Source: an optimization exercise on an open RTL-to-GDS flow (aim: small area, a short achievable clock period and few clock cycles per item). Production flows keep margins and buffers that such runs may drop. At most, simulation tests tie the RTL to the original design; equivalence was not proved. No functional check of the RTL was part of runs 2 to 4. Power figures rest on the tool's default switching activity, not on a simulated workload.

`design/flow/design.v`:
```
package cache_pkg;
    localparam int DEF_LINES       = 32;
    localparam int DEF_MEM_LATENCY = 4;
    typedef enum logic [1:0] {
        IDLE,
        READ_MISS,
        WRITE_THROUGH
    } state_t;
endpackage
module cache_array #(
    parameter int LINES   = 32,
    parameter int INDEX_W = 5,
    parameter int TAG_W   = 27
) (
    input  logic               i_clk,
    input  logic               i_clear,
    input  logic [INDEX_W-1:0] i_rd_index,
    output logic               o_rd_valid,
    output logic [TAG_W-1:0]   o_rd_tag,
    output logic [31:0]        o_rd_data,
    input  logic               i_we,
    input  logic [INDEX_W-1:0] i_wr_index,
    input  logic [TAG_W-1:0]   i_wr_tag,
    input  logic [31:0]        i_wr_data
);
    logic [LINES-1:0] r_valid;
    logic [TAG_W-1:0] r_tag  [LINES];
    logic [31:0]      r_data [LINES];
    always_ff @(posedge i_clk) begin
        if (i_clear)
            r_valid <= '0;
        else if (i_we)
            r_valid[i_wr_index] <= 1'b1;
    end
    always_ff @(posedge i_clk) begin
        if (i_we && !i_clear) begin
            r_tag[i_wr_index]  <= i_wr_tag;
            r_data[i_wr_index] <= i_wr_data;
        end
    end
    assign o_rd_valid = r_valid[i_rd_index];
    assign o_rd_tag   = r_tag[i_rd_index];
    assign o_rd_data  = r_data[i_rd_index];
endmodule
module data_cache #(
    parameter int LINES       = cache_pkg::DEF_LINES,
    parameter int MEM_LATENCY = cache_pkg::DEF_MEM_LATENCY
) (
    input  logic        clk,
    input  logic        rst,
    input  logic [31:0] address,
    input  logic [31:0] writeData,
    input  logic        cpuRead,
    input  logic        cpuWrite,
    output logic [31:0] readData,
    output logic        stall,
    output logic [31:0] memAddress,
    output logic [31:0] memWriteData,
    output logic        memRead,
    output logic        memWrite,
    input  logic [31:0] memReadData,
    output logic [15:0] hitCount,
    output logic [15:0] missCount
);
    localparam int         INDEX_W = $clog2(LINES);
    localparam int         TAG_W   = 32 - $clog2(LINES);
    localparam logic [3:0] LAST    = 4'(MEM_LATENCY - 1);
    cache_pkg::state_t             r_state;
    cache_pkg::state_t             w_next;
    logic [3:0]         r_count;
    logic [31:0]        r_addr;
    logic [31:0]        r_wdata;
    logic [15:0]        r_hits;
    logic [15:0]        r_misses;
    logic [INDEX_W-1:0] w_idx;
    logic [TAG_W-1:0]   w_tag;
    logic               w_valid;
    logic [TAG_W-1:0]   w_line_tag;
    logic [31:0]        w_line_data;
    logic               w_hit;
    logic               w_last;
    logic               w_we;
    logic [INDEX_W-1:0] w_wr_idx;
    logic [TAG_W-1:0]   w_wr_tag;
    logic [31:0]        w_wr_data;
    logic               w_hit_inc;
    logic               w_miss_inc;
    assign w_idx  = address[INDEX_W-1:0];
    assign w_tag  = address[31:INDEX_W];
    assign w_hit  = w_valid && (w_line_tag == w_tag);
    assign w_last = (r_count == LAST);
    cache_array #(
        .LINES   (LINES),
        .INDEX_W (INDEX_W),
        .TAG_W   (TAG_W)
    ) u_array (
        .i_clk      (clk),
        .i_clear    (rst),
        .i_rd_index (w_idx),
        .o_rd_valid (w_valid),
        .o_rd_tag   (w_line_tag),
        .o_rd_data  (w_line_data),
        .i_we       (w_we),
        .i_wr_index (w_wr_idx),
        .i_wr_tag   (w_wr_tag),
        .i_wr_data  (w_wr_data)
    );
    always_comb begin
        w_next           = r_state;
        stall        = 1'b0;
        readData     = '0;
        memAddress   = '0;
        memWriteData = '0;
        memRead      = 1'b0;
        memWrite     = 1'b0;
        w_we             = 1'b0;
        w_wr_idx         = w_idx;
        w_wr_tag         = w_tag;
        w_wr_data        = writeData;
        w_hit_inc        = 1'b0;
        w_miss_inc       = 1'b0;
        if (!rst) begin
            unique case (r_state)
                cache_pkg::IDLE: begin
                    if (cpuWrite) begin
                        stall = 1'b1;
                        w_we      = w_hit;
                        w_next    = cache_pkg::WRITE_THROUGH;
                    end else if (cpuRead) begin
                        if (w_hit) begin
                            readData = w_line_data;
                            w_hit_inc    = 1'b1;
                        end else begin
                            stall  = 1'b1;
                            w_miss_inc = 1'b1;
                            w_next     = cache_pkg::READ_MISS;
                        end
                    end
                end
                cache_pkg::READ_MISS: begin
                    memRead    = 1'b1;
                    memAddress = r_addr;
                    stall      = !w_last;
                    if (w_last) begin
                        readData = memReadData;
                        w_we         = 1'b1;
                        w_wr_idx     = r_addr[INDEX_W-1:0];
                        w_wr_tag     = r_addr[31:INDEX_W];
                        w_wr_data    = memReadData;
                        w_next       = cache_pkg::IDLE;
                    end
                end
                cache_pkg::WRITE_THROUGH: begin
                    memWrite     = 1'b1;
                    memAddress   = r_addr;
                    memWriteData = r_wdata;
                    stall        = !w_last;
                    if (w_last)
                        w_next = cache_pkg::IDLE;
                end
                default: w_next = cache_pkg::IDLE;
            endcase
        end
    end
    always_ff @(posedge clk) begin
        if (rst) begin
            r_state  <= cache_pkg::IDLE;
            r_count  <= '0;
            r_addr   <= '0;
            r_wdata  <= '0;
            r_hits   <= '0;
            r_misses <= '0;
        end else begin
            r_state <= w_next;
            if (r_state == cache_pkg::IDLE || w_last)
                r_count <= '0;
            else
                r_count <= r_count + 4'd1;
            if (r_state == cache_pkg::IDLE && (cpuRead || cpuWrite))
                r_addr <= address;
            if (r_state == cache_pkg::IDLE && cpuWrite)
                r_wdata <= writeData;
            if (w_hit_inc && r_hits != 16'hFFFF)
                r_hits <= r_hits + 16'd1;
            if (w_miss_inc && r_misses != 16'hFFFF)
                r_misses <= r_misses + 16'd1;
        end
    end
    assign hitCount  = r_hits;
    assign missCount = r_misses;
endmodule
```
`design/flow/run.sh`:
```
#!/bin/bash
# synth_recipe.tcl (not shown) runs the flow's synth.tcl, then flattens the netlist and writes it again
# the make line also repeats each setting of config.mk as NAME=value (left out here)
make -C /OpenROAD-flow-scripts/flow DESIGN_CONFIG=/design/flow/config.mk WORK_HOME=/design/flow/orfs CLKGATE_MAP_FILE= SYNTH_SCRIPT=/design/flow/synth_recipe.tcl finish
```
`design/flow/config.mk`:
```
export PLATFORM = sky130hd
export DESIGN_NAME = data_cache
export DESIGN_NICKNAME = data_cache
export VERILOG_FILES = /design/flow/design.v
export SDC_FILE = /design/flow/constraint.sdc
export NUM_CORES = 4
export LEC_CHECK = 0
export CAP_MARGIN = 20
export CORE_MARGIN = 2
export CORE_UTILIZATION = 40
export SLEW_MARGIN = 20
```
`design/flow/constraint.sdc`:
```
create_clock -name core_clock -period 8.0 [get_ports {clk}]
set_input_delay 1.6000 -clock core_clock [delete_from_list [all_inputs] [get_ports {clk}]]
set_output_delay 1.6000 -clock core_clock [all_outputs]
set_load 0.01 [all_outputs]
```
==> results.json, run 1 <==
{
  "cts_buffer_depth": 3,
  "setup.worst_path.end_class": "output pin",
  "sw_frac_of_total": 0.227,
  "cp.arrival_ps": 6090,
  "synth_flop_cell": "edfxtp_1",
  "overflow": 0,
  "gp_congestion": 0.807,
  "path_max_fanout": 37,
  "wl_per_cell_um": 30.6,
  "outcome": "timing/DRC/antenna clean",
  "fin_ws_ps": 307,
  "min_period_over_period": 0.962,
  "rsz0062_at_grt": "false",
  "final_nets": 4500,
  "ys_seq_area_frac": 0.743,
  "place_ws_ps": 355,
  "p_per_area_nw_per_um2": 241,
  "io_pins": 231,
  "start_util": 0.401,
  "p_int_mw": 17.4,
  "ir_worst_vdd_v": 0.000197,
  "tns_ps": 0,
  "die_h_um": 451,
  "setup_viol": 0,
  "grt_pass1_vias": 41194,
  "numCtsBuffers": 206,
  "via_per_inst": 5.71,
  "clock_sinks": 2022,
  "finalPower_mw": 22.6,
  "r2r_slack_ps": 2810,
  "synth_nets": 4110,
  "fin_crit_ps": 7690,
  "reg2reg_depth": 13,
  "cts-root-buf": "clkbuf_16",
  "mostFrequentLayoutCell": "edfxtp_1",
  "track_usage": 0.214,
  "ys_seq_elements": 2022,
  "n_fill_cell": 16474,
  "numPortBuffers": 230,
  "synth_edf_count": 1888,
  "yosysWarnings": 2,
  "cts.clk_slew.worst_paths_ps": 60,
  "switchingPower_mw": 5.12,
  "max_cap_viol_count": 0,
  "syn_to_final_growth_pct": 17.1,
  "cts_tree": "yes",
  "ctsHtreeMaxLevel": 4,
  "die_w_um": 451,
  "ant_nets": 0,
  "wirelength_mm": 221,
  "coreArea_um2": 199000,
  "grt_pass1_wl_mm": 311,
  "grt_max_degree": 82,
  "crit_path_start_kind": "input port",
  "final_cell_mix": "edfxtp_1, mux4_2, clkdlybuf4s50_1, clkbuf_16",
  "postSynthAreaPerCell_um2": 20.0,
  "max-slew-margin-rel": 0.260,
  "netlist_area_um2": 79900,
  "max_freq_ghz": 0.130,
  "clkLatencyLatePin_ps": 870,
  "dieArea_um2": 203000,
  "drt_pass1_iterations": 7,
  "drc": 0,
  "postCtsSetupRepairBufs": 0,
  "crit_type": "in2out",
  "min_from": "r_wdata[23]",
  "drive_above_1_share": 0.244,
  "seq_area_um2": 59400,
  "hold_buffers": 0,
  "yosysUniqueCellTypes": 68,
  "drtIter0Drc": 5034,
  "min_to": "r_wdata[23]",
  "worstReg2RegStart": "u_array.r_tag[15][24]",
  "hold_viol": 0,
  "p_comb_frac": 0.064,
  "rows": 164,
  "async_flop_share": 0,
  "p_leak_nw": 29.7,
  "hold_depth": 2,
  "hpwl_mm": 128,
  "vias": 41272,
  "report.final.slew_viol_count": 0,
  "multi_input_area_um2": 19400,
  "tightest_slew_ps": 1110,
  "antenna_found_initial": 7,
  "skew_ps": 75.9,
  "min_path_type": "reg2reg",
  "seqPwrFrac": 0.517,
  "cp.required_ps": 6400,
  "cts_resized": 0,
  "syn-instance-count": 3998,
  "clockPowerShare": 0.419,
  "reg2reg_to": "u_array.r_data[1][25]"
}
## metrics by stage
| stage | hold slack, ps | instances | utilization | cell area (um^2) |
|---|---|---|---|---|
| 6_report | 451 | 7222 | 0.470 | 93500 |
| 5_1_grt | 468 | 7222 | 0.470 | 93500 |
| 4_1_cts | 451 | 7221 | 0.470 | 93500 |
| 3_5_place_dp | 442 | 6836 | 0.436 | 86800 |
| 3_3_place_gp | 432 | 6836 | 0.436 | 86800 |
| 2_1_floorplan | 418 | 3998 | - | 79900 |
## final cells by class
class	instances	area share
Clock inverter	121	0.0133
Clock buffer	264	0.0581
Tap cell	2656	0.0355
Multi-Input combinational cell	1691	0.208
Antenna cell	1	0.0000268
Inverter	49	0.00197
Timing Repair Buffer	418	0.0485
Sequential cell	2022	0.635
## per-layer routing
metal / global-route usage / wire length [um]
met4: 0.0586 / 5410
met3: 0.0279 / 13100
met5: 0 / 0
met2: 0.357 / 110000
met1: 0.297 / 92300
## power groups by stage
| stage | registers (mW) | clock network, mW | logic, mW |
|---|---|---|---|
| CTS | 11.7 | 9.60 | 1.47 |
| global placement | 11.9 | 0 | 1.45 |
| detailed placement | 11.9 | 0 | 1.47 |
| floorplan | 11.9 | 0 | 0.867 |
| global route | 11.7 | 10.0 | 1.55 |
| finish | 11.7 | 9.45 | 1.45 |
## kinds of logic (layout without fill, tap and decap cells)
kind of cell / count (synthesis) / count (layout) / share of synthesized area
AO/OA/AOI/OAI: 346 / 346 / 0.0296
AND/OR/NAND/NOR: 529 / 529 / 0.0345
flip-flops: 2022 / 2022 / 0.743
other: 0 / 1 / 0
multiplexers: 773 / 773 / 0.171
XOR/XNOR: 31 / 31 / 0.00340
adder cells (fa/ha/maj): 12 / 12 / 0.00188
buffers and inverters: 285 / 852 / 0.0160
## synth_stat cells, types with 20 or more instances
master    count  share of area
nor2b_1      22         0.0017
nand3_1      30         0.0019
clkbuf_1    127         0.0060
and2_1       76         0.0060
mux2i_1     199          0.025
buf_2        47         0.0029
inv_1        49         0.0023
nor2_1       61         0.0029
mux4_2      464           0.13
edfxtp_1   1888           0.71
or3_1        20         0.0016
a21oi_1     111         0.0070
mux2_2      106          0.015
o32ai_1      31         0.0034
and3b_1      33         0.0036
a22oi_1     113          0.011
dfxtp_1     134          0.034
buf_1        35         0.0016
nand2_1     201         0.0094
## state kept, by name, indices dropped and copies added (netlist names)
register / cells
r_addr: 32
r_state: 2
r_misses: 16
u_array.r_data: 1024
r_count: 4
r_wdata: 32
u_array.r_tag: 864
r_hits: 16
u_array.r_valid: 32
## critical path, cell delays in order
cell and delay [ps]:
buf_8 320, buf_12 290, buf_4 250, mux2i_1 100, a22oi_1 210, a21oi_1 110, nor4_1 600, xnor2_1 330
o221ai_1 260, nor4_2 290, and3b_2 540, buf_12 280, a22oi_1 100, nor2_1 120, clkdlybuf4s50_1 560
## how the worst max path moves through the flow
stage / startpoint / to / slack (ps) / cells past startpoint
2_1_floorplan: address[0] / readData[18] / 1410 / 12
3_3_place_gp: address[0] / readData[18] / 390 / 13
3_5_place_dp: address[1] / readData[24] / 350 / 15
4_1_cts: address[0] / readData[24] / 330 / 13
5_1_grt: address[0] / readData[14] / 170 / 13
6_report: address[1] / readData[24] / 310 / 15
Testbench counts, summed over its fixed seeds: cycles 252,268, ops 64,000.
==> run 2, diff against run 1 <==
==> design/flow/design.v (replaced) <==
package cache_pkg;
    localparam int DEF_LINES       = 32;
    localparam int DEF_MEM_LATENCY = 4;
endpackage
module cache_array #(
    parameter int LINES   = 32,
    parameter int INDEX_W = 5,
    parameter int TAG_W   = 27
) (
    input  logic               i_clk,
    input  logic               i_clear,
    input  logic [INDEX_W-1:0] i_index,
    input  logic [TAG_W-1:0]   i_rd_tag,
    output logic               o_rd_hit,
    output logic [31:0]        o_rd_data,
    input  logic               i_fill,
    input  logic               i_we,
    input  logic [TAG_W-1:0]   i_wr_tag,
    input  logic [31:0]        i_wr_data
);
    logic [LINES-1:0] r_valid;
    logic [TAG_W-1:0] r_tag  [LINES];
    logic [31:0]      r_data [LINES];
    always_ff @(posedge i_clk) begin
        if (i_clear)
            r_valid <= '0;
        else if (i_fill)
            r_valid[i_index] <= 1'b1;
    end
    always_ff @(posedge i_clk) begin
        if (i_fill)
            r_tag[i_index] <= i_wr_tag;
        if (i_we)
            r_data[i_index] <= i_wr_data;
    end
    logic [LINES-1:0] w_match;
    for (genvar i = 0; i < LINES; i++) begin : g_match
        assign w_match[i] = r_valid[i] && (r_tag[i] == i_rd_tag);
    end
    assign o_rd_hit   = w_match[i_index];
    assign o_rd_data  = r_data[i_index];
endmodule
module data_cache #(
    parameter int LINES       = cache_pkg::DEF_LINES,
    parameter int MEM_LATENCY = cache_pkg::DEF_MEM_LATENCY
) (
    input  logic        clk,
    input  logic        rst,
    input  logic [31:0] address,
    input  logic [31:0] writeData,
    input  logic        cpuRead,
    input  logic        cpuWrite,
    output logic [31:0] readData,
    output logic        stall,
    output logic [31:0] memAddress,
    output logic [31:0] memWriteData,
    output logic        memRead,
    output logic        memWrite,
    input  logic [31:0] memReadData,
    output logic [15:0] hitCount,
    output logic [15:0] missCount
);
    localparam int         INDEX_W = $clog2(LINES);
    localparam int         TAG_W   = 32 - $clog2(LINES);
    localparam logic [1:0] LAST    = 2'(MEM_LATENCY - 2);
    logic               r_busy;    
    logic               r_wr;      
    logic               r_whit;    
    logic [1:0]         r_count;
    logic [15:0]        r_hits;
    logic [15:0]        r_misses;
    logic [31:0]        w_line_data;
    logic               w_hit;
    logic               w_rd;
    logic               w_last;
    logic               w_fill;
    logic               w_we;
    assign w_rd   = cpuRead && !cpuWrite;
    assign w_last = r_busy && (r_count == LAST);
    assign w_fill = w_last && !r_wr;
    assign w_we   = w_last && (!r_wr || r_whit);
    cache_array #(
        .LINES   (LINES),
        .INDEX_W (INDEX_W),
        .TAG_W   (TAG_W)
    ) u_array (
        .i_clk      (clk),
        .i_clear    (rst),
        .i_index    (address[INDEX_W-1:0]),
        .i_rd_tag   (address[31:INDEX_W]),
        .o_rd_hit   (w_hit),
        .o_rd_data  (w_line_data),
        .i_fill     (w_fill),
        .i_we       (w_we),
        .i_wr_tag   (address[31:INDEX_W]),
        .i_wr_data  (r_wr ? writeData : memReadData)
    );
    assign memAddress   = address;
    assign memWriteData = writeData;
    assign memRead      = !rst && (r_busy ? !r_wr : (w_rd && !w_hit));
    assign memWrite     = !rst && (r_busy ? r_wr : cpuWrite);
    assign stall        = r_busy ? !w_last : (cpuWrite || (cpuRead && !w_hit));
    assign readData     = r_busy ? memReadData : w_line_data;
    always_ff @(posedge clk) begin
        if (rst) begin
            r_busy   <= 1'b0;
            r_hits   <= '0;
            r_misses <= '0;
        end else begin
            if (!r_busy)
                r_busy <= cpuWrite || (cpuRead && !w_hit);
            else if (w_last)
                r_busy <= 1'b0;
            if (!r_busy && w_rd && w_hit && r_hits != 16'hFFFF)
                r_hits <= r_hits + 16'd1;
            if (w_fill && r_misses != 16'hFFFF)
                r_misses <= r_misses + 16'd1;
        end
    end
    always_ff @(posedge clk) begin
        if (!r_busy) begin
            r_count <= '0;
            r_wr    <= cpuWrite;
            r_whit  <= w_hit;
        end else begin
            r_count <= r_count + 2'd1;
        end
    end
    assign hitCount  = r_hits;
    assign missCount = r_misses;
endmodule
==> results.json, run 2 <==
{
  "outcome": "timing/DRC/antenna clean",
  "numPortBuffers": 230,
  "cts.clk_slew.worst_paths_ps": 60,
  "report.final.slew_viol_count": 0,
  "yosysTopAreaCell": "edfxtp_1",
  "yosysWarnings": 2,
  "die_h_um": 451,
  "final_nets": 4865,
  "synth_edf_count": 1889,
  "max_stage_delay_ps": 710,
  "place_ws_ps": 685,
  "yosysUniqueCellTypes": 57,
  "clock_sinks": 1957,
  "reg2reg_depth": 10,
  "ctsHtreeMaxLevel": 4,
  "min_path_type": "reg2reg",
  "ir_worst_vdd_v": 0.000232,
  "p_per_area_nw_per_um2": 235,
  "max-slew-margin-rel": 0.260,
  "ys_seq_elements": 1957,
  "syn_to_final_growth_pct": 15.4,
  "p_leak_nw": 29.7,
  "grt_pass1_vias": 40758,
  "cts_tree": "yes",
  "hpwl_mm": 115,
  "largest_reg_flops": 1024,
  "netlist_area_um2": 80100,
  "yosys-top-cells-count": "edfxtp_1, xor2_1, mux4_2",
  "cts_resized": 0,
  "coreArea_um2": 199000,
  "synth_top_area_frac": 0.708,
  "async_flop_share": 0,
  "postSynthAreaPerCell_um2": 18.1,
  "crit_type": "in2out",
  "gp_congestion": 0.813,
  "via_per_inst": 5.39,
  "rsz0062_at_grt": "false",
  "rows": 164,
  "drt_pass1_iterations": 5,
  "crit_buf_inv": 3,
  "max_cap_viol_count": 0,
  "fin_ws_ps": 581,
  "cp.arrival_ps": 5820,
  "cts-root-buf": "clkbuf_16",
  "ys_seq_area_frac": 0.725,
  "numCtsBuffers": 202,
  "hold_buffers": 0,
  "track_usage": 0.195,
  "drive_above_1_share": 0.183,
  "min_period_over_period": 0.927,
  "grt_max_degree": 79,
  "cp_cell_sequence": "buf_4 > buf_4 > xor2_1 > nor4_1 > nand3_1 > o22ai_1 > o22ai_1 > nor4_4 > nor4_4 > a211oi_1 > a21oi_1 > clkdlybuf4s50_1",
  "wl_per_cell_um": 26.6,
  "dieArea_um2": 204000,
  "clockPowerShare": 0.413,
  "ant_nets": 0,
  "syn-instance-count": 4425,
  "start_util": 0.402,
  "synth_flop_cell": "edfxtp_1",
  "synthTopCellsByArea": "edfxtp_1, xor2_1, mux4_2, nor4_1, dfxtp_1",
  "yosysMostFrequentCell": "edfxtp_1",
  "io_pins": 231,
  "regMostFlops": "u_array.r_data",
  "overflow": 0,
  "p_int_mw": 16.9,
  "cts_buffer_depth": 3,
  "final_cell_mix": "edfxtp_1, xor2_1, mux4_2, nor4_1, clkbuf_16",
  "cp.required_ps": 6400,
  "max_freq_ghz": 0.135,
  "setup.worst_path.end_class": "output pin",
  "skew_ps": 55.6,
  "postCtsSetupRepairBufs": 0,
  "cp.depth": 12,
  "fin_crit_ps": 7420,
  "die_w_um": 451,
  "hold_viol": 0,
  "wirelength_mm": 201,
  "antenna_found_initial": 2,
  "worst_path_max_delay_cell": "buf_4",
  "switchingPower_mw": 4.86,
  "drtIter0Drc": 4091,
  "synth_nets": 4533,
  "tightest_slew_ps": 1110,
  "fin_util": 0.464,
  "tns_ps": 0,
  "hold_depth": 1,
  "p_comb_frac": 0.064,
  "sw_frac_of_total": 0.223,
  "setup_viol": 0,
  "drc": 0,
  "path_max_fanout": 51,
  "seqPwrFrac": 0.523,
  "mostFrequentLayoutCell": "edfxtp_1",
  "grt_pass1_wl_mm": 291,
  "crit_path_start_kind": "input port",
  "top_regs": "u_array.r_data: 1024 flops, u_array.r_tag: 864 flops, u_array.r_valid: 32 flops",
  "cp_top_family": "buffers and inverters",
  "vias": 40882,
  "clkLatencyLatePin_ps": 850
}
==> run 2: cell types whose count changed after synthesis, moves of 56 or more <==
cell | before | now
mux2_2 | 106 | 24
nand2_1 | 201 | 81
nor4_1 | 7 | 225
and2_1 | 76 | 2
xor2_1 | 14 | 803
mux2i_1 | 199 | 45
mux4_2 | 464 | 272
dfxtp_1 | 134 | 68
xnor2_1 | 17 | 77
clkbuf_1 | 127 | 71
nor2_1 | 61 | 157
buf_4 | 15 | 114
a22oi_1 | 113 | 3
==> run 2: power groups by stage <==
stage                     logic [mW]  registers (mW)  clock network, mW
after global placement          1.36            11.6                  0
final                           1.38            11.4               8.98
after CTS                       1.38            11.4               9.15
after floorplan                0.781            11.6                  0
after detailed placement        1.38            11.6                  0
after global routing            1.49            11.4               9.54
==> run 2: worst paths after layout <==
check,startpoint,end,slack [ps]
min reg2reg,r_count[0],r_count[0],430
max,address[12],stall,580
min,r_count[0],r_count[0],430
max reg2reg,u_array.r_tag[30][24],r_hits[9],4160
==> run 2: logic make-up (layout without fill, tap and decap cells) <==
family          Yosys count  count (layout)  synth area share
compound gates          241             241            0.0200
xor+xnor                881             881            0.0965
fa+ha+maj                 8               8           0.00125
buf+inv                 328             824            0.0259
flops                  1957            1957             0.725
mux                     347             347            0.0864
other cells               0               1                 0
simple gates            663             663            0.0446
==> run 2: cell type report <==
cell class                      count  area [um^2]
Antenna cell                        1         2.50
Clock buffer                      284         5530
Clock inverter                     84          753
Fill cell                       16703       107000
Inverter                           31          118
Multi-Input combinational cell   2140        20500
Sequential cell                  1957        58100
Tap cell                         2656         3320
Timing Repair Buffer              425         4100
==> run 2: layer usage <==
metal  wire length (um)  up-vias  global-route usage
met4               3880        0              0.0468
met1              88900    21587               0.280
met3              11200      250              0.0254
li1                   -    17779                   -
met2              97400     1266               0.318
met5                  0        -                   0
==> run 2: metrics by stage <==
| stage | std cells | hold WS [ps] | area [um^2] | total power, mW |
|---|---|---|---|---|
| after floorplan | 4425 | 393 | 80100 | 12.4 |
| after global placement | 7206 | 400 | 85900 | 13.0 |
| after detailed placement | 7207 | 419 | 86000 | 13.0 |
| after CTS | 7575 | 427 | 92200 | 21.9 |
| after global routing | 7578 | 464 | 92400 | 22.4 |
| final | 7578 | 430 | 92400 | 21.7 |
==> run 3, diff against run 2 <==
--- a/design/flow/config.mk
+++ b/design/flow/config.mk
@@ -9,3 +9,4 @@
 export CORE_MARGIN = 2
 export CORE_UTILIZATION = 40
+export SETUP_SLACK_MARGIN = 2.5
 export SLEW_MARGIN = 20
==> results.json, run 3 <==
{
  "outcome": "timing/DRC/antenna clean",
  "synth_compound_area_frac": 0.0200,
  "rsz0062_at_grt": "true",
  "synthAdderAreaFrac": 0.00125,
  "coreArea_um2": 199000,
  "gp_congestion": 0.803,
  "top_regs": "u_array.r_data: 1024 flops, u_array.r_tag: 864 flops, u_array.r_valid: 32 flops",
  "path_max_fanout": 5,
  "skew_ps": 58.3,
  "clkLatencyLatePin_ps": 860,
  "hold_viol": 0,
  "largest_reg_flops": 1024,
  "rows": 164,
  "mostFrequentLayoutCell": "edfxtp_1",
  "vias": 44212,
  "clockPowerShare": 0.416,
  "multi_input_area_um2": 22000,
  "yosys-top-cells-count": "edfxtp_1, xor2_1, mux4_2",
  "synthXorXnorAreaFrac": 0.0965,
  "ys_seq_area_frac": 0.725,
  "ant_nets": 0,
  "seq_area_um2": 58100,
  "sw_frac_of_total": 0.225,
  "track_usage": 0.226,
  "max_cap_viol_count": 0,
  "seqPwrFrac": 0.503,
  "n_fill_cell": 16078,
  "crit_path_start_kind": "input port",
  "synth_nets": 4533,
  "numCtsBuffers": 202,
  "synthTopCellsByArea": "edfxtp_1, xor2_1, mux4_2, nor4_1, dfxtp_1",
  "cp.required_ps": 6400,
  "cts-root-buf": "clkbuf_16",
  "place_ws_ps": 928,
  "tightest_slew_ps": 1070,
  "dieArea_um2": 204000,
  "wl_per_cell_um": 30.1,
  "cts.clk_slew.worst_paths_ps": 60,
  "syn_to_final_growth_pct": 24.3,
  "finalPower_mw": 22.6,
  "wirelength_mm": 237,
  "fin_util": 0.500,
  "crit_type": "in2out",
  "max_freq_ghz": 0.171,
  "drc": 0,
  "cts_tree": "yes",
  "drt_pass1_iterations": 5,
  "die_h_um": 451,
  "yosysWarnings": 2,
  "cts_buffer_depth": 3,
  "final_cell_mix": "edfxtp_1, xor2_1, buf_4, mux4_2, clkbuf_16",
  "io_pins": 231,
  "reg2reg_depth": 5,
  "min_period_over_period": 0.730,
  "yosysMostFrequentCell": "edfxtp_1",
  "postSynthAreaPerCell_um2": 18.1,
  "final_nets": 5146,
  "yosysUniqueCellTypes": 57,
  "drtIter0Drc": 5659,
  "fin_crit_ps": 5840,
  "async_flop_share": 0,
  "overflow": 0,
  "regMostFlops": "u_array.r_data",
  "hold_depth": 1,
  "via_per_inst": 5.63,
  "hpwl_mm": 115,
  "p_per_area_nw_per_um2": 227,
  "numPortBuffers": 230,
  "ys_seq_elements": 1957,
  "grt_max_degree": 79,
  "min_path_type": "reg2reg",
  "die_w_um": 451,
  "fin_ws_ps": 2160,
  "synthSimpleGateAreaFrac": 0.0446,
  "synth.mux.area_fraction": 0.0864,
  "antenna_found_initial": 11,
  "synth_top_area_frac": 0.708,
  "p_int_mw": 17.5,
  "synth_top_family_by_area": "XOR/XNOR gates",
  "p_leak_nw": 32.9,
  "grt_pass1_wl_mm": 327,
  "start_util": 0.402,
  "clock_sinks": 1957,
  "ctsHtreeMaxLevel": 4,
  "syn-instance-count": 4425,
  "switchingPower_mw": 5.10,
  "netlist_area_um2": 80100,
  "setup_viol": 0,
  "p_comb_frac": 0.081,
  "tns_ps": 0,
  "report.final.slew_viol_count": 0,
  "yosysTopAreaCell": "edfxtp_1",
  "setup.worst_path.end_class": "output pin",
  "drive_above_1_share": 0.266,
  "max-slew-margin-rel": 0.278,
  "synth_flop_cell": "edfxtp_1",
  "grt_pass1_vias": 43350,
  "synth_edf_count": 1889,
  "cp.arrival_ps": 4240,
  "ir_worst_vdd_v": 0.000234
}
-- run 3: changes by cell type in the layout (fill, tap and decap cells not counted), sizes merged --
cell and delta:
buf +233, bufbuf +43, bufinv +13, clkbuf -17, clkdlybuf4s15 +2, clkdlybuf4s50 -31
clkinv +15, clkinvlp +2, diode +1, dlygate4sd2 +16, dlymetal6s2s +5, inv -1
-- run 3: cells by family after synthesis --
group | Yosys count
multiplexers | 347
buffers and inverters | 328
AO/OA/AOI/OAI | 241
flip-flops | 1957
AND/OR/NAND/NOR | 663
XOR/XNOR | 881
adder cells (fa/ha/maj) | 8
-- run 3: worst paths after layout --
kind | start | to | slack [ps]
setup / recovery | address[19] | stall | 2160
hold / removal | r_count[0] | r_count[0] | 410
setup reg to reg | r_busy | u_array.r_data[0][24] | 3990
hold reg to reg | r_count[0] | r_count[0] | 410
-- run 3: stage by stage --
| stage | hold slack (ps) | cell area (um^2) | instances |
|---|---|---|---|
| 5_1_grt | 417 | 99500 | 7858 |
| 3_5_place_dp | 405 | 86000 | 7223 |
| 4_1_cts | 415 | 98000 | 7781 |
| 2_1_floorplan | 393 | 80100 | 4425 |
| 3_3_place_gp | 400 | 85900 | 7220 |
| 6_report | 413 | 99500 | 7859 |
-- run 3: cell type report --
type / count / share of cell area
Antenna cell: 2 / 0.0000503
Sequential cell: 1957 / 0.584
Timing Repair Buffer: 706 / 0.0939
Tap cell: 2656 / 0.0334
Clock inverter: 113 / 0.0122
Multi-Input combinational cell: 2140 / 0.221
Clock buffer: 254 / 0.0543
Inverter: 31 / 0.00131
-- run 3: layer usage --
metal | share of wire | GRT usage | up-vias
li1 | - | - | 18417
met5 | 0 | 0 | -
met2 | 0.47 | 0.357 | 2022
met1 | 0.41 | 0.321 | 23413
met4 | 0.035 | 0.0741 | 0
met3 | 0.079 | 0.0336 | 360
-- run 3: what timing repair did --
| item | CTS | global route |
|---|---|---|
| setup buffers | 133 | 66 |
| endpoints found under the setup margin | 34 | 22 |
| gates resized for setup | 500 | 124 |
| pin swaps | 47 | 76 |
| gates cloned | 58 | 9 |
| hold buffers | 0 | 0 |
-- run 3: worst max-delay path, cell delays in order --
cell and delay, ps:
buf_16 140, buf_4 140, xor2_1 250, nor4_1 100, nand3_1 180, o22ai_4 170, mux2i_2 250, o32ai_4 140
nor4_4 770, a211oi_2 180, a21oi_1 150, buf_2 150
-- run 3: power by group through the flow --
stage / Clock, mW / Sequential [mW] / Combinational (mW)
final: 9.42 / 11.4 / 1.83
after detailed placement: 0 / 11.6 / 1.35
after global placement: 0 / 11.6 / 1.33
after floorplan: 0 / 11.6 / 0.781
after CTS: 9.55 / 11.4 / 1.73
after global routing: 9.94 / 11.4 / 1.91
==> run 4, diff against run 3 <==
--- a/design/flow/config.mk
+++ b/design/flow/config.mk
@@ -6,7 +6,8 @@
 export NUM_CORES = 4
 export LEC_CHECK = 0
+export ABC_CLOCK_PERIOD_IN_PS = 2500
 export CAP_MARGIN = 20
 export CORE_MARGIN = 2
-export CORE_UTILIZATION = 40
+export CORE_UTILIZATION = 55
 export SETUP_SLACK_MARGIN = 2.5
 export SLEW_MARGIN = 20
==> results.json, run 4 <==
{
  "seqPwrFrac": 0.521,
  "report.final.slew_viol_count": 0,
  "numCtsBuffers": 197,
  "hpwl_mm": 119,
  "drc": 0,
  "crit_path_start_kind": "input port",
  "grt_max_degree": 82,
  "hold_buffers": 0,
  "min_from": "r_count[0]",
  "wirelength_mm": 224,
  "n_fill_cell": 9919,
  "max_freq_ghz": 0.169,
  "clock_sinks": 1957,
  "ir_worst_vdd_v": 0.000193,
  "sw_frac_of_total": 0.224,
  "synth_nets": 4533,
  "tns_ps": 0,
  "drtIter0Drc": 4523,
  "dp_cells": 6501,
  "grt_pass1_vias": 42014,
  "postPlaceCellArea_um2": 85200,
  "finalInstanceArea_um2": 95700,
  "cp_cell_sequence": "buf_16 > buf_4 > xor2_1 > nor4_2 > nand4_1 > o22ai_2 > nor2_1 > o32ai_4 > nor4_4 > a211oi_2 > a21oi_4 > buf_6",
  "setup_viol": 0,
  "coreArea_um2": 145000,
  "antenna_found_initial": 3,
  "hold_viol": 0,
  "crit_buf_inv": 3,
  "p_comb_frac": 0.076,
  "cp.arrival_ps": 4330,
  "synth_top_area_frac": 0.708,
  "yosysMostFrequentCell": "edfxtp_1",
  "max-slew-margin-rel": 0.201,
  "rsz0062_at_grt": "true",
  "wl_per_cell_um": 31.8,
  "synth_edf_count": 1889,
  "top_regs": "u_array.r_data: 1024 flops, u_array.r_tag: 864 flops, u_array.r_valid: 32 flops",
  "overflow": 0,
  "die_w_um": 386,
  "regMostFlops": "u_array.r_data",
  "crit_start": "address[18]",
  "ys_seq_elements": 1957,
  "yosysUniqueCellTypes": 57,
  "crit_type": "in2out",
  "min_period_over_period": 0.741,
  "ant_nets": 0,
  "cts-root-buf": "clkbuf_16",
  "skew_ps": 17.2,
  "cts_buffer_depth": 3,
  "p_per_area_nw_per_um2": 228,
  "rows": 140,
  "outcome": "timing/DRC/antenna clean",
  "vias": 42808,
  "cp_top_family": "compound AO/OA/AOI/OAI gates",
  "yosysTopAreaCell": "edfxtp_1",
  "io_pins": 231,
  "ctsHtreeMaxLevel": 4,
  "synth_flop_cell": "edfxtp_1",
  "drive_above_1_share": 0.241,
  "dieArea_um2": 149000,
  "final_nets": 5067,
  "setup.worst_path.end_class": "output pin",
  "gp_congestion": 0.831,
  "die_h_um": 386,
  "async_flop_share": 0,
  "hold_ws_ps": 420,
  "instances_no_fill": 7031,
  "syn_to_final_growth_pct": 19.5,
  "max_cap_viol_count": 0,
  "track_usage": 0.295,
  "fin_crit_ps": 5930,
  "grt_pass1_wl_mm": 309,
  "ys_seq_area_frac": 0.725,
  "final_cell_mix": "edfxtp_1, xor2_1, mux4_2, buf_4, clkbuf_16",
  "postSynthAreaPerCell_um2": 18.1,
  "start_util": 0.552,
  "worstReg2RegStart": "r_busy",
  "numPortBuffers": 230,
  "largest_reg_flops": 1024,
  "netlist_area_um2": 80100,
  "min_path_type": "reg2reg",
  "cts_tree": "yes",
  "yosys-top-cells-count": "edfxtp_1, xor2_1, mux4_2",
  "path_max_fanout": 21,
  "p_leak_nw": 31.7,
  "switchingPower_mw": 4.89,
  "cp.required_ps": 6400,
  "via_per_inst": 6.09,
  "tightest_slew_ps": 1200,
  "drt_pass1_iterations": 5,
  "synthTopCellsByArea": "edfxtp_1, xor2_1, mux4_2, nor4_1, dfxtp_1",
  "worst_path_max_delay_cell": "nor4_2",
  "cts.clk_slew.worst_paths_ps": 60,
  "syn-instance-count": 4425,
  "max_stage_delay_ps": 430,
  "clkLatencyLatePin_ps": 820,
  "clockPowerShare": 0.403,
  "yosysWarnings": 2,
  "p_int_mw": 17.0,
  "mostFrequentLayoutCell": "edfxtp_1"
}
run 4: changes by cell type in the layout (fill, tap and decap cells not counted), moves of 10 or more:
cell and change:
xor2_1 +38, xor2_2 -30, buf_4 -28, buf_16 -27, bufbuf_16 -23, clkinv_1 -12
bufinv_16 -11, clkbuf_1 +11, o21ai_1 +10
run 4: cell families after synthesis:
group	count (synthesis)	synth area share
AOI/OAI and AO/OA	241	0.0200
xor gates and xnor gates	881	0.0965
adders and majority gates	8	0.00125
buffers and inverters	328	0.0259
DFF	1957	0.725
muxes	347	0.0864
and+or+nand+nor	663	0.0446
run 4: worst reg2reg max path: cells and delay by family (launching register included):
| family | cells | cell delay, ps |
|---|---|---|
| buffers and inverters | 2 | 1040 |
| DFF | 1 | 590 |
| and+or+nand+nor | 4 | 2450 |
run 4: worst paths after layout:
check,endpoint,slack (ps),cells after the start
setup / recovery,stall,2070,12
hold / removal,r_count[0],420,1
setup reg to reg,u_array.r_tag[15][6],3610,6
hold reg to reg,r_count[0],420,1
run 4: routing by layer:
metal,vias up,share of wire,routed length [um],GRT usage
li1,18249,-,-,-
met4,4,0.029,6470,0.0798
met5,-,0.00011,25,0
met2,1674,0.49,110000,0.487
met1,22558,0.41,91800,0.416
met3,323,0.067,14900,0.0414
run 4: layout make-up:
class,instances,area [um^2],share of cell area
Clock buffer,261,5300,0.0554
Clock inverter,92,764,0.00799
Timing Repair Buffer,632,7730,0.0808
Sequential cell,1957,58100,0.607
Multi-Input combinational cell,2140,21300,0.222
Antenna cell,1,2.50,0.0000261
Tap cell,1917,2400,0.0251
Inverter,31,125,0.00131
run 4: power groups by stage:
stage | logic [mW] | clock network, mW | registers (mW)
global placement | 1.35 | 0 | 11.6
finish | 1.66 | 8.79 | 11.4
detailed placement | 1.37 | 0 | 11.6
CTS | 1.58 | 8.89 | 11.4
floorplan | 0.781 | 0 | 11.6
global route | 1.75 | 9.29 | 11.4
run 4: timing repair:
item / 4_1_cts / 5_1_grt
setup buffers: 90 / 46
pin swaps: 36 / 42
endpoints found under the setup margin: 34 / 31
gates cloned: 27 / 11
resized for setup: 369 / 113
run 4: stage by stage:
stage / power [mW] / setup WS (ps) / util
floorplan: 12.4 / 2530 / -
global route: 22.4 / 2030 / 0.660
detailed placement: 13.0 / 887 / 0.588
CTS: 21.9 / 2130 / 0.652
global placement: 13.0 / 900 / 0.587
finish: 21.8 / 2070 / 0.660
==> run 5, diff against run 4 <==
--- a/design/flow/design.v
+++ b/design/flow/design.v
@@ -11,6 +11,6 @@
     input  logic               i_clear,
     input  logic [INDEX_W-1:0] i_index,
-    input  logic [TAG_W-1:0]   i_rd_tag,
-    output logic               o_rd_hit,
+    output logic               o_rd_valid,
+    output logic [TAG_W-1:0]   o_rd_tag,
     output logic [31:0]        o_rd_data,
     input  logic               i_fill,
@@ -34,9 +34,6 @@
             r_data[i_index] <= i_wr_data;
     end
-    logic [LINES-1:0] w_match;
-    for (genvar i = 0; i < LINES; i++) begin : g_match
-        assign w_match[i] = r_valid[i] && (r_tag[i] == i_rd_tag);
-    end
-    assign o_rd_hit   = w_match[i_index];
+    assign o_rd_valid = r_valid[i_index];
+    assign o_rd_tag   = r_tag[i_index];
     assign o_rd_data  = r_data[i_index];
 endmodule
@@ -70,4 +67,6 @@
     logic [15:0]        r_hits;
     logic [15:0]        r_misses;
+    logic               w_valid;
+    logic [TAG_W-1:0]   w_line_tag;
     logic [31:0]        w_line_data;
     logic               w_hit;
@@ -76,4 +75,5 @@
     logic               w_fill;
     logic               w_we;
+    assign w_hit  = w_valid && (w_line_tag == address[31:INDEX_W]);
     assign w_rd   = cpuRead && !cpuWrite;
     assign w_last = r_busy && (r_count == LAST);
@@ -88,6 +88,6 @@
         .i_clear    (rst),
         .i_index    (address[INDEX_W-1:0]),
-        .i_rd_tag   (address[31:INDEX_W]),
-        .o_rd_hit   (w_hit),
+        .o_rd_valid (w_valid),
+        .o_rd_tag   (w_line_tag),
         .o_rd_data  (w_line_data),
         .i_fill     (w_fill),
--- a/design/flow/config.mk
+++ b/design/flow/config.mk
@@ -6,8 +6,7 @@
 export NUM_CORES = 4
 export LEC_CHECK = 0
-export ABC_CLOCK_PERIOD_IN_PS = 2500
 export CAP_MARGIN = 20
 export CORE_MARGIN = 2
-export CORE_UTILIZATION = 55
+export CORE_UTILIZATION = 40
 export SETUP_SLACK_MARGIN = 2.5
 export SLEW_MARGIN = 20
==> results.json, run 5 <==
{
  "outcome": "timing/DRC/antenna clean",
  "fin_ws_ps": 1510,
  "via_per_inst": 5.79,
  "numCtsBuffers": 197,
  "clkLatencyLatePin_ps": 890,
  "path_max_fanout": 6,
  "min_path_type": "reg2reg",
  "cts-root-buf": "clkbuf_16",
  "ctsHtreeMaxLevel": 4,
  "cts.clk_slew.worst_paths_ps": 60,
  "async_flop_share": 0,
  "min_period_over_period": 0.811,
  "cts_tree": "yes",
  "insertedDiodeCount": 0,
  "gp_congestion": 0.804,
  "tightest_slew_ps": 1130,
  "regMostFlops": "u_array.r_data",
  "mostFrequentLayoutCell": "edfxtp_1",
  "setup.worst_path.end_class": "output pin",
  "crit_type": "in2out",
  "hpwl_mm": 116,
  "ys_seq_area_frac": 0.760,
  "cp.required_ps": 6400,
  "fin_util": 0.482,
  "synth_edf_count": 1889,
  "grt_pass1_wl_mm": 304,
  "crit_path_start_kind": "input port",
  "drc": 0,
  "fin_crit_ps": 6490,
  "hold_ws_ps": 413,
  "place_ws_ps": 520,
  "worstReg2RegStart": "r_busy",
  "synthTopCellsByArea": "edfxtp_1, mux4_2, mux2i_1, o22ai_1, dfxtp_1",
  "worst_path_max_delay_cell": "or4b_4",
  "rsz0062_at_grt": "true",
  "p_per_area_nw_per_um2": 240,
  "numPortBuffers": 230,
  "cts_buffer_depth": 3,
  "crit_buf_inv": 6,
  "top_regs": "u_array.r_data: 1024 flops, u_array.r_tag: 864 flops, u_array.r_valid: 32 flops",
  "wirelength_mm": 217,
  "crit_start": "address[1]",
  "skew_ps": 72.0,
  "final_nets": 4582,
  "vias": 41413,
  "ys_seq_elements": 1957,
  "yosysWarnings": 2,
  "reg2reg_depth": 5,
  "rows": 160,
  "grt_max_degree": 120,
  "multi_input_area_um2": 17800,
  "antenna_found_initial": 3,
  "coreArea_um2": 190000,
  "netlist_area_um2": 76400,
  "overflow": 0,
  "drive_above_1_share": 0.222,
  "track_usage": 0.220,
  "p_leak_nw": 30.1,
  "drt_pass1_iterations": 7,
  "cp.arrival_ps": 4890,
  "grt_pass1_vias": 40771,
  "yosysTopAreaCell": "edfxtp_1",
  "yosys-top-cells-count": "edfxtp_1, mux2i_1, mux4_2",
  "synth_flop_cell": "edfxtp_1",
  "dieArea_um2": 195000,
  "yosysMostFrequentCell": "edfxtp_1",
  "setup_viol": 0,
  "cp.depth": 15,
  "synth_top_area_frac": 0.742,
  "postSynthAreaPerCell_um2": 18.9,
  "max-slew-margin-rel": 0.247,
  "die_h_um": 441,
  "crit_top_cell": "buf_6",
  "max_stage_delay_ps": 620,
  "ir_worst_vdd_v": 0.000204,
  "hold_viol": 0,
  "report.final.slew_viol_count": 0,
  "io_pins": 231,
  "largest_reg_flops": 1024,
  "die_w_um": 441,
  "finalPower_mw": 22.0,
  "drtIter0Drc": 4836,
  "start_util": 0.402,
  "endpoint": "memRead",
  "clock_sinks": 1957,
  "tns_ps": 0,
  "synth_nets": 4160,
  "r2r_slack_ps": 3480,
  "reg2reg_to": "u_array.r_data[18][5]",
  "cp_cell_sequence": "buf_16 > or4b_4 > buf_12 > buf_6 > o22ai_4 > nor4_4 > and3_1 > or4_4 > nor4_4 > nand4_4 > buf_6 > inv_4 > o22ai_4 > nor2b_4 > buf_6",
  "yosysUniqueCellTypes": 61,
  "max_cap_viol_count": 0,
  "syn-instance-count": 4052,
  "max_freq_ghz": 0.154,
  "n_fill_cell": 15545,
  "hold_buffers": 0,
  "cp_top_family": "simple AND/OR/NAND/NOR gates",
  "wl_per_cell_um": 30.3,
  "seq_area_um2": 58100,
  "ant_nets": 0,
  "final_cell_mix": "edfxtp_1, mux2i_1, mux4_2, clkdlybuf4s50_1, o22ai_1",
  "syn_to_final_growth_pct": 19.8
}
==> run 5: changes by cell type in the layout (fill, tap and decap cells not counted), sizes merged, moves of 74 or more <==
cell	delta
mux2i	+422
a21oi	+74
nor4	-164
buf	-131
o22ai	+204
xor2	-787
==> run 5: logic make-up (layout without fill, tap and decap cells) <==
family	Yosys count	in the layout	share of synthesized area
xor+xnor	26	26	0.00298
mux	766	766	0.144
flops	1957	1957	0.760
compound gates	516	516	0.0399
buf+inv	306	895	0.0200
fa+ha+maj	8	8	0.00131
simple gates	473	473	0.0317
==> run 5: worst min path at each step <==
stage	depth (start not counted)	endpoint	start
6_report	1	r_count[0]	r_count[0]
5_1_grt	1	r_count[0]	r_count[0]
4_1_cts	1	r_count[0]	r_count[0]
3_5_place_dp	1	r_count[0]	r_count[0]
3_3_place_gp	1	r_count[0]	r_count[0]
2_1_floorplan	1	r_count[0]	r_count[0]
==> run 5: power by group <==
group          internal, mW  switching, mW
logic                 0.532          0.801
clock network          5.23           4.05
registers              11.3         0.0143
==> run 5: final cells by class <==
type | count | area share
Inverter | 18 | 0.000806
Sequential cell | 1957 | 0.635
Clock buffer | 247 | 0.0561
Clock inverter | 119 | 0.0156
Multi-Input combinational cell | 1789 | 0.194
Tap cell | 2511 | 0.0343
Timing Repair Buffer | 511 | 0.0643
==> run 5: metrics by stage <==
stage | instances | instance area (um^2)
3_3_place_gp | 6692 | 82700
2_1_floorplan | 4052 | 76700
3_5_place_dp | 6698 | 82800
4_1_cts | 7139 | 91300
6_report | 7152 | 91500
5_1_grt | 7152 | 91500
==> run 5: what timing repair did <==
item	4_1_cts	5_1_grt
setup endpoints to repair	34	33
gates cloned	24	2
setup buffers	51	11
pin swaps	19	4
hold endpoints to repair	0	0
resized for setup	156	27
==> run 5: worst reg2reg max path, delay by kind of cell (launching register included) <==
family          cells  cell delay, ps
compound gates      1             680
buf+inv             1             540
simple gates        3            2040
flops               1             900
==> run 5: layer usage <==
| metal | track usage | vias to the layer above | part of all wire |
|---|---|---|---|
| li1 | - | 17362 | - |
| met1 | 0.307 | 21992 | 0.42 |
| met2 | 0.361 | 1740 | 0.49 |
| met3 | 0.0302 | 317 | 0.068 |
| met4 | 0.0632 | 2 | 0.026 |
| met5 | 0 | - | 0.000074 |
Testbench counts of run 5, summed over its fixed seeds: cycles 205,201, ops 64,000.
==> run 6, diff against run 5 <==
--- a/design/flow/config.mk
+++ b/design/flow/config.mk
@@ -9,4 +9,3 @@
 export CORE_MARGIN = 2
 export CORE_UTILIZATION = 40
-export SETUP_SLACK_MARGIN = 2.5
 export SLEW_MARGIN = 20
==> results.json, run 6 <==
{
  "netlist_area_um2": 76400,
  "skew_ps": 36.4,
  "mostFrequentLayoutCell": "edfxtp_1",
  "setup.worst_path.end_class": "output pin",
  "fin_crit_ps": 7690,
  "worstReg2RegStart": "r_busy",
  "wirelength_mm": 210,
  "max_cap_viol_count": 0,
  "ir_worst_vdd_v": 0.000239,
  "p_comb_frac": 0.056,
  "antenna_found_initial": 4,
  "drc": 0,
  "regMostFlops": "u_array.r_data",
  "reg2reg_to": "u_array.r_data[6][21]",
  "die_h_um": 441,
  "p_per_area_nw_per_um2": 240,
  "crit_path_start_kind": "input port",
  "ctsHtreeMaxLevel": 4,
  "largest_reg_flops": 1024,
  "yosysMostFrequentCell": "edfxtp_1",
  "min_path_type": "reg2reg",
  "tightest_slew_ps": 1170,
  "n_fill_cell": 15824,
  "synthAdderAreaFrac": 0.00131,
  "min_to": "r_count[0]",
  "cts.clk_slew.worst_paths_ps": 50,
  "report.final.slew_viol_count": 0,
  "synth_edf_count": 1889,
  "numPortBuffers": 230,
  "hpwl_mm": 116,
  "io_pins": 231,
  "dp_cells": 6704,
  "coreArea_um2": 190000,
  "outcome": "timing/DRC/antenna clean",
  "drtIter0Drc": 4888,
  "cp.required_ps": 6400,
  "setup_viol": 0,
  "postCtsSetupRepairBufs": 0,
  "syn-instance-count": 4052,
  "rsz0062_at_grt": "false",
  "cts_tree": "yes",
  "dieArea_um2": 195000,
  "ys_seq_area_frac": 0.760,
  "start_util": 0.402,
  "synth_top_family_by_area": "multiplexers",
  "top_regs": "u_array.r_data: 1024 flops, u_array.r_tag: 864 flops, u_array.r_valid: 32 flops",
  "instances_no_fill": 7068,
  "yosys-top-cells-count": "edfxtp_1, mux2i_1, mux4_2",
  "seqPwrFrac": 0.533,
  "ant_nets": 0,
  "ys_seq_elements": 1957,
  "sw_frac_of_total": 0.220,
  "vias": 40562,
  "cts_buffer_depth": 3,
  "synth_flop_cell": "edfxtp_1",
  "r2r_slack_ps": 3440,
  "die_w_um": 441,
  "grt_max_degree": 125,
  "hold_viol": 0,
  "postSynthAreaPerCell_um2": 18.9,
  "yosysWarnings": 2,
  "min_period_over_period": 0.962,
  "wl_per_cell_um": 29.7,
  "final_cell_mix": "edfxtp_1, mux2i_1, mux4_2, clkdlybuf4s50_1, o22ai_1",
  "grt_pass1_vias": 40466,
  "numCtsBuffers": 198,
  "synthSimpleGateAreaFrac": 0.0317,
  "min_from": "r_count[0]",
  "switchingPower_mw": 4.69,
  "reg2reg_depth": 5,
  "via_per_inst": 5.74,
  "synth.mux.area_fraction": 0.144,
  "rows": 160,
  "yosysTopAreaCell": "edfxtp_1",
  "max_freq_ghz": 0.130,
  "p_int_mw": 16.6,
  "crit_type": "in2out",
  "clock_sinks": 1957,
  "drive_above_1_share": 0.187,
  "synth_nets": 4160,
  "syn_to_final_growth_pct": 16.3,
  "p_leak_nw": 28.9,
  "gp_congestion": 0.796,
  "track_usage": 0.214,
  "synth_compound_area_frac": 0.0399,
  "tns_ps": 0,
  "synthTopCellsByArea": "edfxtp_1, mux4_2, mux2i_1, o22ai_1, dfxtp_1",
  "hold_depth": 1,
  "drt_pass1_iterations": 5,
  "cp.arrival_ps": 6090,
  "max-slew-margin-rel": 0.221,
  "synthXorXnorAreaFrac": 0.00298,
  "overflow": 0,
  "yosysUniqueCellTypes": 61,
  "clockPowerShare": 0.411,
  "async_flop_share": 0,
  "grt_pass1_wl_mm": 297,
  "synth_top_area_frac": 0.742,
  "cts-root-buf": "clkbuf_16",
  "path_max_fanout": 63,
  "hold_buffers": 0,
  "final_nets": 4501,
  "clkLatencyLatePin_ps": 840
}
-- run 6: cell counts after synthesis --
Identical to the previous run, type by type.
-- run 6: cell type report --
class                   count  area [um^2]  share of cell area
repair buffers            429         4110              0.0463
multi-input cells        1789        17300               0.195
flip-flops and latches   1957        58100               0.654
diodes                      3         7.51           0.0000845
well taps                2511         3140              0.0354
inverters                  18         67.6            0.000760
clock buffers             252         5190              0.0584
clock inverters           109          901              0.0101
-- run 6: cell families after synthesis --
kind of cell / count (synthesis)
flip-flops: 1957
multiplexers: 766
AO/OA/AOI/OAI: 516
AND/OR/NAND/NOR: 473
buffers and inverters: 306
XOR/XNOR: 26
adder cells (fa/ha/maj): 8
-- run 6: worst max-delay path by stage --
stage               startpoint              endpoint  slack, ps  cells after the start
finish              address[0]               memRead        310                     14
global route        address[0]               memRead        120                     15
CTS                 address[0]               memRead        100                     15
detailed placement  address[0]               memRead        100                     15
global placement    address[0]               memRead         80                     15
floorplan           address[0]  u_array.r_data[0][0]        730                     12
-- run 6: stage by stage --
| stage | total power [mW] | cell area [um^2] | utilization | hold slack (ps) | setup WS (ps) |
|---|---|---|---|---|---|
| 2_1_floorplan | 12.2 | 76400 | - | 393 | 733 |
| 3_3_place_gp | 12.8 | 82700 | 0.436 | 400 | 79.9 |
| 3_5_place_dp | 12.8 | 82800 | 0.436 | 406 | 102 |
| 4_1_cts | 21.5 | 88800 | 0.468 | 414 | 97.1 |
| 5_1_grt | 21.9 | 88900 | 0.468 | 428 | 116 |
| 6_report | 21.3 | 88900 | 0.468 | 411 | 306 |
-- run 6: power groups by stage --
stage	Sequential (mW)	Combinational, mW	Clock (mW)
after floorplan	11.6	0.676	0
final	11.4	1.20	8.75
after global placement	11.6	1.19	0
after CTS	11.4	1.21	8.89
after global routing	11.4	1.28	9.29
after detailed placement	11.6	1.21	0
-- run 6: per-layer routing --
metal / global-route usage / routed length (um) / vias up
li1: - / - / 17164
met1: 0.297 / 87500 / 21364
met2: 0.347 / 102000 / 1703
met3: 0.0334 / 14900 / 331
met4: 0.0659 / 5780 / 0
met5: 0 / 0 / -
-- run 6: worst max-delay path, stage by stage --
cell and delay (ps):
buf_8 580, buf_12 280, buf_12 170, mux2i_1 190, o22ai_1 100, nor4_1 530, a21oi_1 130, or4_1 570
nor4_2 550, nand4_4 380, inv_1 170, o22ai_1 80, nor2b_1 150, clkdlybuf4s50_1 520
-- run 6: repair_timing --
item	4_1_cts	5_1_grt
setup endpoints to repair	0	2
hold endpoints to repair	0	0
gates resized for setup	0	1
==> run 7, diff against run 6 <==
--- a/design/flow/config.mk
+++ b/design/flow/config.mk
@@ -8,4 +8,7 @@
 export CAP_MARGIN = 20
 export CORE_MARGIN = 2
-export CORE_UTILIZATION = 40
+export CORE_UTILIZATION = 55
+export CTS_BUF_LIST = sky130_fd_sc_hd__clkbuf_8
+export CTS_CLUSTER_SIZE = 20
+export SETUP_SLACK_MARGIN = 2.5
 export SLEW_MARGIN = 20
==> results.json, run 7 <==
{
  "drtIter0Drc": 5737,
  "wirelength_mm": 226,
  "die_w_um": 377,
  "final_cell_mix": "edfxtp_1, mux2i_1, clkbuf_8, mux4_2, buf_4",
  "drc": 0,
  "top_regs": "u_array.r_data: 1024 flops, u_array.r_tag: 864 flops, u_array.r_valid: 32 flops",
  "ys_seq_elements": 1957,
  "cts_buffer_depth": 4,
  "vias": 43055,
  "setup.worst_path.end_class": "output pin",
  "hpwl_mm": 116,
  "synth_edf_count": 1889,
  "via_per_inst": 6.36,
  "ys_seq_area_frac": 0.760,
  "cts_tree": "yes",
  "setup_viol": 0,
  "max-slew-margin-rel": 0.212,
  "postSynthAreaPerCell_um2": 18.9,
  "p_leak_nw": 31.5,
  "yosysTopAreaCell": "edfxtp_1",
  "syn-instance-count": 4052,
  "rows": 136,
  "grt_max_degree": 70,
  "numPortBuffers": 230,
  "overflow": 0,
  "final_nets": 4863,
  "track_usage": 0.318,
  "yosysWarnings": 2,
  "clock_sinks": 1957,
  "clkLatencyLatePin_ps": 1030,
  "hold_viol": 0,
  "synth_top_area_frac": 0.742,
  "io_pins": 231,
  "crit_path_start_kind": "input port",
  "start_util": 0.555,
  "fin_util": 0.674,
  "max_cap_viol_count": 0,
  "ctsHtreeMaxLevel": 5,
  "min_path_type": "reg2reg",
  "instances_no_fill": 6774,
  "die_h_um": 377,
  "cp.arrival_ps": 4680,
  "tns_ps": 0,
  "dieArea_um2": 142000,
  "netlist_area_um2": 76400,
  "cts-root-buf": "clkbuf_8",
  "place_ws_ps": 552,
  "tightest_slew_ps": 1180,
  "cts.clk_slew.worst_paths_ps": 60,
  "dp_cells": 5995,
  "drive_above_1_share": 0.292,
  "yosysUniqueCellTypes": 61,
  "antenna_found_initial": 8,
  "ir_worst_vdd_v": 0.000161,
  "synth_flop_cell": "edfxtp_1",
  "p_per_area_nw_per_um2": 223,
  "coreArea_um2": 138000,
  "largest_reg_flops": 1024,
  "path_max_fanout": 10,
  "syn_to_final_growth_pct": 21.4,
  "async_flop_share": 0,
  "synthTopCellsByArea": "edfxtp_1, mux4_2, mux2i_1, o22ai_1, dfxtp_1",
  "cp.required_ps": 6400,
  "rsz0062_at_grt": "true",
  "fin_ws_ps": 1720,
  "crit_type": "in2out",
  "hold_buffers": 0,
  "yosysMostFrequentCell": "edfxtp_1",
  "min_period_over_period": 0.784,
  "hold_ws_ps": 418,
  "gp_congestion": 0.811,
  "numCtsBuffers": 328,
  "max_freq_ghz": 0.159,
  "grt_pass1_vias": 42582,
  "synth_nets": 4160,
  "skew_ps": 35.4,
  "fin_crit_ps": 6280,
  "yosys-top-cells-count": "edfxtp_1, mux2i_1, mux4_2",
  "wl_per_cell_um": 33.3,
  "report.final.slew_viol_count": 0,
  "mostFrequentLayoutCell": "edfxtp_1",
  "drt_pass1_iterations": 5,
  "ant_nets": 0,
  "outcome": "timing/DRC/antenna clean",
  "regMostFlops": "u_array.r_data",
  "grt_pass1_wl_mm": 315
}
-- run 7: cells by family (layout without fill, tap and decap cells) --
family	after synthesis	count (layout)	share of synthesized area
DFF	1957	1957	0.760
muxes	766	766	0.144
AOI/OAI and AO/OA	516	516	0.0399
and+or+nand+nor	473	474	0.0317
buffers and inverters	306	1228	0.0200
xor gates and xnor gates	26	26	0.00298
adders and majority gates	8	8	0.00131
other	0	5	0
-- run 7: repair_timing --
action / CTS / global route
setup buffers: 120 / 52
setup endpoints to repair: 34 / 34
resized for setup: 529 / 136
pin swaps: 78 / 49
gates cloned: 49 / 3
-- run 7: worst max-delay path: stages --
cell and delay [ps]:
buf_16 130, or4b_4 610, buf_12 180, o22ai_4 180, nor4_4 80, and3_1 180, or4_4 520, nor4_4 420
nand4_4 270, inv_2 120, o22ai_2 60, nor2b_4 150, buf_6 140
-- run 7: worst paths after layout --
| path | end | startpoint | slack [ps] | cells after the start |
|---|---|---|---|---|
| worst max-delay path | memRead | address[2] | 1720 | 13 |
| worst min-delay path | r_count[0] | r_count[0] | 420 | 1 |
| worst min register to register | r_count[0] | r_count[0] | 420 | 1 |
| worst max register to register | u_array.r_tag[30][3] | r_busy | 3810 | 6 |
-- run 7: final cells by class --
class / instances / area (um^2)
well taps: 1794 / 2240
flip-flops and latches: 1957 / 58100
clock inverters: 210 / 890
fillers: 9204 / 44900
repair buffers: 660 / 8000
inverters: 18 / 67.6
multi-input cells: 1790 / 18800
clock buffers: 340 / 4680
diodes: 5 / 12.5
-- run 7: report_power, final --
group / leakage (nW) / total (mW) / internal (mW) / switching [mW]
combinational: 10.7 / 1.56 / 0.650 / 0.912
sequential: 17.5 / 11.4 / 11.3 / 0.00325
clock: 3.29 / 7.79 / 3.96 / 3.82
-- run 7: stage by stage --
step	power, mW	instance area, um^2
after global placement	12.8	82000
final	20.7	92800
after floorplan	12.3	76700
after global routing	21.3	92800
after CTS	20.7	91700
after detailed placement	12.8	82000
-- run 7: per-layer routing --
layer  routed length, um  up-vias  GRT usage
met4                6890        0      0.101
met3               19500      405     0.0577
met1               90000    22443      0.445
met5                   0        -          0
met2              109000     2274      0.513
li1                    -    17933          -

## afterwards: timing with drivers on the ports
The results above use ideal ports. As a check the final layouts listed here were re-extracted and re-timed, cells and wires unchanged. Step 1, drivers: a clkbuf_16 drives clk and a buf_2 each remaining input, both assumed. Step 2, shift: input delay + t, output delay - t, t = (earliest + latest rising clock arrival at the registers) / 2. This alone moves slack from input paths to output paths. Three values: ideal, step 1, step 2; two values: the first two.
run | t, ns | slack for setup (ns) | worst hold slack (ns) | worst register clock-pin slew, ns | worst slew at a driven data input, ns
run 1 | 0.917 | 0.307 / 0.237 / 0.237 | 0.451 / 0.451 / 0.451 | 0.07 / 0.07 | 0.12
run 2 | 0.919 | 0.581 / 0.555 / 0.555 | 0.430 / 0.430 / 0.430 | 0.08 / 0.08 | 0.07
run 3 | 0.918 | 2.164 / 1.814 / 1.814 | 0.413 / 0.413 / 0.413 | 0.06 / 0.06 | 0.51
run 4 | 0.898 | 2.072 / 1.754 / 1.754 | 0.420 / 0.420 / 0.420 | 0.07 / 0.07 | 0.39
run 5 | 0.934 | 1.514 / 1.127 / 1.127 | 0.413 / 0.413 / 0.413 | 0.10 / 0.10 | 0.52
run 6 | 0.903 | 0.306 / 0.148 / 0.148 | 0.411 / 0.411 / 0.411 | 0.07 / 0.07 | 0.21
run 7 | 1.083 | 1.724 / 1.391 / 1.391 | 0.418 / 0.418 / 0.418 | 0.07 / 0.07 | 0.36
After both steps setup and hold are still met in every run listed. For run 5, which loses most, drivers alone change the setup slack by -0.387 ns; drivers and shift together by -0.387 ns.
